This design comes from an exercise in tuning for small area on the open sky130 flow, not from production work.
RTL that was checked went through simulation tests only; none was proved equivalent to the original.
Power and IR drop assume default switching activity.

==> inputs of build 79 <==
## random_map_writer
module random_map_writer (
    input  logic        clk,
    input  logic        rst,
    input  logic        start,
    input  logic [15:0] seed,
    input  logic [4:0]  density,
    input  logic [4:0]  rd_x,
    input  logic [4:0]  rd_y,
    output logic        rd_occ,
    output logic        busy,
    output logic        done,
    output logic [9:0]  occ_count
);
clock: 5.0 ns
lec_check: 0
cap_margin: 20
core_margin: 2
core_utilization: 40
cts_buf_list: sky130_fd_sc_hd__clkbuf_8
gpl_timing_driven: 0
slew_margin: 20
standard.sh (not shown) runs the stock make flow with config.mk's settings and CLKGATE_MAP_FILE= SYNTH_SCRIPT=/design/flow/synth_recipe.tcl, a recipe that flattens the netlist after the stock synthesis.
==> flow/flow/run.sh <==
#!/bin/bash
# The standard layout, with one change: every port still gets its own
# buffer, but a plain buf_2 instead of the delay buffer that buffer_ports
# picks by default (that cell adds about 0.5 ns to each input and output path).
set -euo pipefail
export BUFFER_PORTS_ARGS="-buffer_cell sky130_fd_sc_hd__buf_2"
bash standard.sh > standard.log 2>&1
==> trial 92: changes against build 79 <==
--- a/flow/design.v
+++ b/flow/design.v
@@ -115,60 +115,49 @@
     assign v0_j64[10] = base[1] ^ base[2] ^ base[3] ^ base[4] ^ base[6] ^ base[9] ^ base[10] ^ base[11] ^ base[12] ^ base[14];
     assign v0_j64[11] = base[2] ^ base[3] ^ base[4] ^ base[5] ^ base[7] ^ base[10] ^ base[11] ^ base[12] ^ base[13] ^ base[15];
     assign v0_j64[12] = base[0] ^ base[3] ^ base[4] ^ base[5] ^ base[6] ^ base[8] ^ base[12];
     assign v0_j64[13] = base[1] ^ base[4] ^ base[5] ^ base[6] ^ base[7] ^ base[9] ^ base[13];
     assign v0_j64[14] = base[2] ^ base[5] ^ base[6] ^ base[7] ^ base[8] ^ base[10] ^ base[14];
     assign v0_j64[15] = base[3] ^ base[6] ^ base[7] ^ base[8] ^ base[9] ^ base[11] ^ base[15];
-    logic [15:0] v0_j32;
-    assign v0_j32[0] = base[0] ^ base[1] ^ base[3] ^ base[4] ^ base[5] ^ base[6] ^ base[8] ^ base[9] ^ base[12];
-    assign v0_j32[1] = base[1] ^ base[2] ^ base[4] ^ base[5] ^ base[6] ^ base[7] ^ base[9] ^ base[10] ^ base[13];
-    assign v0_j32[2] = base[2] ^ base[3] ^ base[5] ^ base[6] ^ base[7] ^ base[8] ^ base[10] ^ base[11] ^ base[14];
-    assign v0_j32[3] = base[3] ^ base[4] ^ base[6] ^ base[7] ^ base[8] ^ base[9] ^ base[11] ^ base[12] ^ base[15];
-    assign v0_j32[4] = base[0] ^ base[4] ^ base[5] ^ base[7] ^ base[8] ^ base[9] ^ base[10] ^ base[11] ^ base[12] ^ base[14];
-    assign v0_j32[5] = base[1] ^ base[5] ^ base[6] ^ base[8] ^ base[9] ^ base[10] ^ base[11] ^ base[12] ^ base[13] ^ base[15];
-    assign v0_j32[6] = base[0] ^ base[2] ^ base[6] ^ base[7] ^ base[9] ^ base[10] ^ base[12];
-    assign v0_j32[7] = base[1] ^ base[3] ^ base[7] ^ base[8] ^ base[10] ^ base[11] ^ base[13];
-    assign v0_j32[8] = base[2] ^ base[4] ^ base[8] ^ base[9] ^ base[11] ^ base[12] ^ base[14];
-    assign v0_j32[9] = base[3] ^ base[5] ^ base[9] ^ base[10] ^ base[12] ^ base[13] ^ base[15];
-    assign v0_j32[10] = base[0] ^ base[4] ^ base[6] ^ base[10];
-    assign v0_j32[11] = base[1] ^ base[5] ^ base[7] ^ base[11];
-    assign v0_j32[12] = base[2] ^ base[6] ^ base[8] ^ base[12];
-    assign v0_j32[13] = base[3] ^ base[7] ^ base[9] ^ base[13];
-    assign v0_j32[14] = base[4] ^ base[8] ^ base[10] ^ base[14];
-    assign v0_j32[15] = base[5] ^ base[9] ^ base[11] ^ base[15];
-    logic [15:0] v0_j96;
-    assign v0_j96[0] = base[0] ^ base[1] ^ base[2] ^ base[3] ^ base[4] ^ base[5] ^ base[6] ^ base[9] ^ base[13] ^ base[14] ^ base[15];
-    assign v0_j96[1] = base[0] ^ base[1] ^ base[2] ^ base[3] ^ base[4] ^ base[5] ^ base[6] ^ base[7] ^ base[10] ^ base[11] ^ base[13] ^ base[15];
-    assign v0_j96[2] = base[0] ^ base[1] ^ base[2] ^ base[3] ^ base[4] ^ base[5] ^ base[6] ^ base[7] ^ base[8] ^ base[12] ^ base[13];
-    assign v0_j96[3] = base[1] ^ base[2] ^ base[3] ^ base[4] ^ base[5] ^ base[6] ^ base[7] ^ base[8] ^ base[9] ^ base[13] ^ base[14];
-    assign v0_j96[4] = base[2] ^ base[3] ^ base[4] ^ base[5] ^ base[6] ^ base[7] ^ base[8] ^ base[9] ^ base[10] ^ base[14] ^ base[15];
-    assign v0_j96[5] = base[0] ^ base[3] ^ base[4] ^ base[5] ^ base[6] ^ base[7] ^ base[8] ^ base[9] ^ base[10] ^ base[13] ^ base[14] ^ base[15];
-    assign v0_j96[6] = base[0] ^ base[1] ^ base[4] ^ base[5] ^ base[6] ^ base[7] ^ base[8] ^ base[9] ^ base[10] ^ base[13] ^ base[15];
-    assign v0_j96[7] = base[0] ^ base[1] ^ base[2] ^ base[5] ^ base[6] ^ base[7] ^ base[8] ^ base[9] ^ base[10] ^ base[13];
-    assign v0_j96[8] = base[1] ^ base[2] ^ base[3] ^ base[6] ^ base[7] ^ base[8] ^ base[9] ^ base[10] ^ base[11] ^ base[14];
-    assign v0_j96[9] = base[2] ^ base[3] ^ base[4] ^ base[7] ^ base[8] ^ base[9] ^ base[10] ^ base[11] ^ base[12] ^ base[15];
-    assign v0_j96[10] = base[0] ^ base[3] ^ base[4] ^ base[5] ^ base[8] ^ base[9] ^ base[10] ^ base[12] ^ base[14];
-    assign v0_j96[11] = base[1] ^ base[4] ^ base[5] ^ base[6] ^ base[9] ^ base[10] ^ base[11] ^ base[13] ^ base[15];
-    assign v0_j96[12] = base[0] ^ base[2] ^ base[5] ^ base[6] ^ base[7] ^ base[10] ^ base[12] ^ base[13];
-    assign v0_j96[13] = base[1] ^ base[3] ^ base[6] ^ base[7] ^ base[8] ^ base[11] ^ base[13] ^ base[14];
-    assign v0_j96[14] = base[2] ^ base[4] ^ base[7] ^ base[8] ^ base[9] ^ base[12] ^ base[14] ^ base[15];
-    assign v0_j96[15] = base[0] ^ base[3] ^ base[5] ^ base[8] ^ base[9] ^ base[10] ^ base[11] ^ base[14] ^ base[15];
     always_comb begin
-        case ({ohi[0], ohi[1]})
-            2'd0: v0 = base;
-            2'd1: v0 = v0_j64;
-            2'd2: v0 = v0_j32;
-            2'd3: v0 = v0_j96;
+        case ({ohi[1]})
+            1'd0: v0 = base;
+            1'd1: v0 = v0_j64;
             default: v0 = base;
+        endcase
+    end
+    logic [15:0] v1;
+    logic [15:0] v1_j32;
+    assign v1_j32[0] = v0[0] ^ v0[1] ^ v0[3] ^ v0[4] ^ v0[5] ^ v0[6] ^ v0[8] ^ v0[9] ^ v0[12];
+    assign v1_j32[1] = v0[1] ^ v0[2] ^ v0[4] ^ v0[5] ^ v0[6] ^ v0[7] ^ v0[9] ^ v0[10] ^ v0[13];
+    assign v1_j32[2] = v0[2] ^ v0[3] ^ v0[5] ^ v0[6] ^ v0[7] ^ v0[8] ^ v0[10] ^ v0[11] ^ v0[14];
+    assign v1_j32[3] = v0[3] ^ v0[4] ^ v0[6] ^ v0[7] ^ v0[8] ^ v0[9] ^ v0[11] ^ v0[12] ^ v0[15];
+    assign v1_j32[4] = v0[0] ^ v0[4] ^ v0[5] ^ v0[7] ^ v0[8] ^ v0[9] ^ v0[10] ^ v0[11] ^ v0[12] ^ v0[14];
+    assign v1_j32[5] = v0[1] ^ v0[5] ^ v0[6] ^ v0[8] ^ v0[9] ^ v0[10] ^ v0[11] ^ v0[12] ^ v0[13] ^ v0[15];
+    assign v1_j32[6] = v0[0] ^ v0[2] ^ v0[6] ^ v0[7] ^ v0[9] ^ v0[10] ^ v0[12];
+    assign v1_j32[7] = v0[1] ^ v0[3] ^ v0[7] ^ v0[8] ^ v0[10] ^ v0[11] ^ v0[13];
+    assign v1_j32[8] = v0[2] ^ v0[4] ^ v0[8] ^ v0[9] ^ v0[11] ^ v0[12] ^ v0[14];
+    assign v1_j32[9] = v0[3] ^ v0[5] ^ v0[9] ^ v0[10] ^ v0[12] ^ v0[13] ^ v0[15];
+    assign v1_j32[10] = v0[0] ^ v0[4] ^ v0[6] ^ v0[10];
+    assign v1_j32[11] = v0[1] ^ v0[5] ^ v0[7] ^ v0[11];
+    assign v1_j32[12] = v0[2] ^ v0[6] ^ v0[8] ^ v0[12];
+    assign v1_j32[13] = v0[3] ^ v0[7] ^ v0[9] ^ v0[13];
+    assign v1_j32[14] = v0[4] ^ v0[8] ^ v0[10] ^ v0[14];
+    assign v1_j32[15] = v0[5] ^ v0[9] ^ v0[11] ^ v0[15];
+    always_comb begin
+        case ({ohi[0]})
+            1'd0: v1 = v0;
+            1'd1: v1 = v1_j32;
+            default: v1 = v0;
         endcase
     end
     logic [15:0] pv;
     logic [4:0]  pohi, px;
     logic        psel, pen;
     always_ff @(posedge clk) begin
-        pv   <= v0;
+        pv   <= v1;
         pohi <= ohi;
         px   <= rd_x;
         psel <= cur && !start_accept;
         pen  <= valid && !rst;
     end
     logic [34:0] wv;   
- CTS_CLUSTER_DIAMETER: unset -> 60
- CTS_CLUSTER_SIZE: unset -> 20
==> notes.md <==
quantity	trial 92	build 79
Met1 capacity usage during global routing	27.11%	28.41%
Largest clock skew in the final design	23.06 ps	23.68 ps
Post-route clock period utilization	97.76%	94.82%
Hold slack	440.1 ps	439.7 ps
Maximum single-stage delay on the critical path	460 ps	510 ps
Switching power share of the total	42.61%	44.13%
Compound-Gate Fraction of Synth Area	10.43%	11.71%
Overall die width	172.9 um	177.3 um
WP data arrival	3890 ps	3740 ps
Cell seen most often among critical-path stages	xnor2_1	a21oi_1
Number of distinct standard cells referenced by the synthesized netlist	77	82
P&R area growth vs syn	12.48%	10.76%
Via count of the first global-routing pass	8112	8444
Filler cell count in the final layout	2631	2860
Post-Route M1 WL	13410 um	14950 um
Power per Cell Area	637.9 nW/um2	569.2 nW/um2
Total number of tap cells	378	390
Xor/xnor cell area share of the yosys netlist	24.26%	23.22%
Mux contribution to synthesized area	7.806%	9.878%
Clock Power	1.01 mW	1.04 mW
Synthesized cell area	11410 um2	12010 um2
Run status	no timing/DRC/antenna violations	no timing/DRC/antenna violations
Non-clock buffering overhead	4.757%	4.534%
Synthesized netlist net count	1127	1197
Met3 routed WL	1265 um	1155 um
Function not checked in build 79: the RTL went through the layout flow alone.

[what the ideal ports hide]
In the flow no input, the clock included, has a driving cell. The finished layouts below were timed again as built, in two steps. Step 1 assumes that a clkbuf_16 drives the clock port and a buf_2 every other input. Step 2 adds t to the input delays and takes it off the output delays; t is the mean of the earliest and latest rising clock arrival at the registers after step 1. Input paths then give back, and output paths get back, about the clock's delay inside the block. a / b / c = ideal ports / drivers / drivers and shift; a / b = the first two.
| run | t (ns) | setup WS [ns] | latest minus earliest clock arrival (ns) | slew at the worst register clock pin (ns) | cell pins on the clock port's net |
|---|---|---|---|---|---|
| build 79 | 0.502 | 0.259 / 0.213 / 0.257 | 0.025 / 0.024 | 0.12 / 0.12 | 1 |
| trial 92 | 0.502 | 0.112 / 0.066 / -0.269 | 0.025 / 0.026 | 0.12 / 0.12 | 1 |
With both steps, setup timing fails in trial 92, where it was met with ideal ports. For trial 92, which loses most, drivers alone change the setup slack by -0.046 ns; drivers and shift together by -0.381 ns.
